What follows belongs to an exercise in optimizing a design on an open flow for small area, a short achievable clock period and few clock cycles per item; a production flow would make more cautious choices. RTL that was checked went through simulation tests only; none was proved equivalent to the original.

Design ekf_top, start of the top module:
module ekf_top (
    input  logic        clk,
    input  logic        n_rst,
    input  logic        meas_req,
    input  logic [29:0] meas,
    output logic        meas_ack,
    output logic        result_req,
    output logic [47:0] result,
    input  logic        result_ack
);
clock: 22.0 ns
lec_check: 0
cap_margin: 20
core_margin: 2
core_utilization: 50
slew_margin: 20
synth_hierarchical: 1
synth_minimum_keep_size: 0
standard.sh (not shown) runs the stock make flow with config.mk's settings and CLKGATE_MAP_FILE= SYNTH_SCRIPT=/design/flow/synth_recipe.tcl, a recipe that flattens the netlist after the stock synthesis.
==> flow/flow/run.sh <==
#!/bin/bash
# the standard flow, with timing repair aiming 15 ns below the clock period
bash standard.sh SETUP_SLACK_MARGIN=15 finish > standard.log 2>&1
The baseline produced a clean layout.
Then changed:
--- a/flow/design.v
+++ b/flow/design.v
@@ -258,22 +258,24 @@
             7'd27: lrow = 25'hf9896c;
             7'd28: lrow = 25'hfad456;
             7'd29: lrow = 25'hfc1f40;
             7'd30: lrow = 25'hfd6a2b;
             7'd31: lrow = 25'hfeb515;
             default: lrow = '0;
         endcase
     end
     logic signed [23:0] soc_p_n;
+    logic signed [7:0]  p_int;
     logic               blo_n, bhi_n;
     assign soc_p_n = s_src + c1;
-    assign blo_n   = $signed(soc_p_n[23:16]) < 8'sd20;
-    assign bhi_n   = $signed(soc_p_n[23:16]) > 8'sd95;
+    assign p_int   = soc_p_n[23:16];
+    assign blo_n   = p_int < 8'sd20;
+    assign bhi_n   = p_int > 8'sd95;
     logic signed [23:0] soc_n, vrc_n;
     logic               tsel_n;
     logic [5:0]         cf_d, cf;
     logic signed [23:0] xx;
     assign tsel_n = wr ? (soc_n[23] || !(soc_n[22] || soc_n[21]))
                        : (soc[23] || !(soc[22] || soc[21]));
     assign cf_d[0] = accept && !meas[29] && tsel_n;
     assign cf_d[1] = accept && !meas[29] && !tsel_n;
     assign cf_d[2] = accept && meas[29];
- The new run completed with no timing, DRC or antenna violations
- synthesized area stays flat
- worst hold slack gets better by 0.018 ns
- via count fell by 0.75%
- die area barely changes
- global-route usage fell by 0.34 points
- sequential cell count does not change
- non-clock buffer count fell by 8
- fmax rose by 0.46%
Testbench counts after the change, summed over its fixed seeds: cycles 6,160, items 2,048.
The RTL of the first run of this note was laid out without a check of its function.

========
Another version of the RTL of ekf_top (not shown whole).
Size: roughly 2300 cells after synthesis, about 160 flip-flops, about 23000 µm² of cells after synthesis.
==> flow/config.mk <==
export PLATFORM = sky130hd
export DESIGN_NAME = ekf_top
export DESIGN_NICKNAME = ekf_top
export VERILOG_FILES = /design/flow/design.v
export SDC_FILE = /design/flow/constraint.sdc
export NUM_CORES = 4
export LEC_CHECK = 0
export CAP_MARGIN = 20
export CORE_MARGIN = 2
export CORE_UTILIZATION = 50
export SLEW_MARGIN = 20
export SYNTH_HIERARCHICAL = 1
export SYNTH_MINIMUM_KEEP_SIZE = 0
==> flow/constraint.sdc <==
create_clock -name core_clock -period 22.0 [get_ports {clk}]
set_input_delay 4.4000 -clock core_clock [delete_from_list [all_inputs] [get_ports {clk}]]
set_output_delay 4.4000 -clock core_clock [all_outputs]
set_load 0.01 [all_outputs]
==> flow/flow/run.sh <==
#!/bin/bash
# the standard flow, with timing repair aiming 16.5 ns below the clock period
bash standard.sh SETUP_SLACK_MARGIN=16.5 finish > standard.log 2>&1
The starting point produced a clean layout.
Testbench counts at the start, summed over its fixed seeds: cycles 6,160, items 2,048.
Rerun with:
--- a/flow/design.v
+++ b/flow/design.v
@@ -2154,37 +2154,37 @@
     logic ts893, tc894;
     ekf_fa u_ts893 (ts889, tc882, ts891, ts893, tc894);
     logic ts895, tc896;
     ekf_fa u_ts895 (tc884, ts893, tc886, ts895, tc896);
     logic ts897, tc898;
     ekf_fa u_ts897 (pb512, pb359, pb429, ts897, tc898);
     logic ts899, tc900;
     ekf_fa u_ts899 (tc890, ts897, tc892, ts899, tc900);
     logic ts901, tc902;
     ekf_ha u_ts901 (tc894, ts899, ts901, tc902);
-    logic [23-1:0]  la, lb;
-    logic [23:0]    lsum;
-    logic [24-1:0] ms, mc, rsum;
+    logic [22-1:0]  la, lb;
+    logic [22:0]    lsum;
+    logic [25-1:0] ms, mc, rsum;
     logic            mcin;
-    assign la   = {tc280, tc250, tc222, tc198, tc178, ts175, tc140, tc124, tc108, tc92, tc78, tc64, ts61, tc40, ts37, ts27, ts17, ts9, ts3, pb2, pb1, pb0, pb478};
-    assign lb   = {ts311, ts279, ts249, ts221, ts197, ts177, ts157, ts139, ts123, ts107, ts91, ts77, ts63, ts51, ts39, ts29, ts19, ts11, ts5, ts1, 1'b0, pb479, 1'b0};
+    assign la   = {tc250, tc222, tc198, tc178, ts175, tc140, tc124, tc108, tc92, tc78, tc64, ts61, tc40, ts37, ts27, ts17, ts9, ts3, pb2, pb1, pb0, pb478};
+    assign lb   = {ts279, ts249, ts221, ts197, ts177, ts157, ts139, ts123, ts107, ts91, ts77, ts63, ts51, ts39, ts29, ts19, ts11, ts5, ts1, 1'b0, pb479, 1'b0};
     assign lsum = la + lb;
     always_ff @(posedge clk) begin
         if (s1 || s2) begin
-            ms   <= {tc896, tc888, tc878, tc866, tc850, tc832, tc812, tc790, tc768, tc746, tc722, tc698, tc672, tc646, tc618, tc590, tc560, tc528, tc494, tc458, tc422, tc386, tc348, ts345};
-            mc   <= {ts901, ts895, ts887, ts877, ts865, ts849, ts831, ts811, ts789, ts767, ts745, ts721, ts697, ts671, ts645, ts617, ts589, ts559, ts527, ts493, ts457, ts421, ts385, ts347};
-            mcin <= lsum[23];
+            ms   <= {tc896, tc888, tc878, tc866, tc850, tc832, tc812, tc790, tc768, tc746, tc722, tc698, tc672, tc646, tc618, tc590, tc560, tc528, tc494, tc458, tc422, tc386, tc348, ts345, tc280};
+            mc   <= {ts901, ts895, ts887, ts877, ts865, ts849, ts831, ts811, ts789, ts767, ts745, ts721, ts697, ts671, ts645, ts617, ts589, ts559, ts527, ts493, ts457, ts421, ts385, ts347, ts311};
+            mcin <= lsum[22];
         end
     end
     assign rsum   = ms + mc + mcin;
-    assign vrc_pr = rsum[46-23:23-23];
-    assign e      = {rsum[45-23:0], 1'b0};    
+    assign vrc_pr = rsum[46-22:23-22];
+    assign e      = rsum[45-22:22-22];
     localparam logic [23:0] soc_flip = 24'sh640000;
     logic [23:0] soc_r;
     assign soc = soc_r ^ soc_flip;
     always_ff @(posedge clk or negedge n_rst) begin
         if (!n_rst) begin
             soc_r <= '0;
             vrc   <= 24'sh000000;
         end else begin
             if (wr)
                 soc_r <= soc_n ^ soc_flip;
Effect: The new run finished with timing, DRC and antenna clean. Cell count rose by about 1.3%. Setup slack got worse by 0.045 ns. Cell area rose by 3.8%. Wire length climbs by about 1.9%. Via count came out higher by about 2.5%. Worst hold slack degrades by 0.063 ns.
Testbench counts after the change, summed over its fixed seeds: cycles 6,160, items 2,048.

==> what the ideal ports hide <==
Ports are ideal in the flow. The routed layouts listed here were re-timed in OpenROAD.
Step 1 assumes that a clkbuf_16 drives the clock port and a buf_2 every other input.
Step 2 moves the port delays by t, midway between the first and last clock arrival at a register: inputs arrive t later, outputs are due t later. That takes back most of the time a late clock gives input paths.
Slacks: ideal ports / drivers / drivers and shift; pairs: ideal ports / drivers.
run | t, ns | slack for setup (ns) | worst setup path at the end | worst slew at a driven data input, ns
the first run of note 1 | 0.508 | 15.158 / 15.158 / 15.158 | register to register | 0.07
the second run of note 1 | 0.500 | 15.189 / 15.189 / 15.189 | register to register | 0.06
the first run of note 2 | 0.542 | 16.469 / 16.408 / 16.033 | input to register | 0.04
the second run of note 2 | 0.551 | 16.424 / 16.366 / 16.291 | input to register | 0.05
After both steps setup and hold are still met in every run listed. The setup slack of the first run of note 2, which loses most, moves by -0.061 ns with the drivers and by -0.436 ns with both steps.
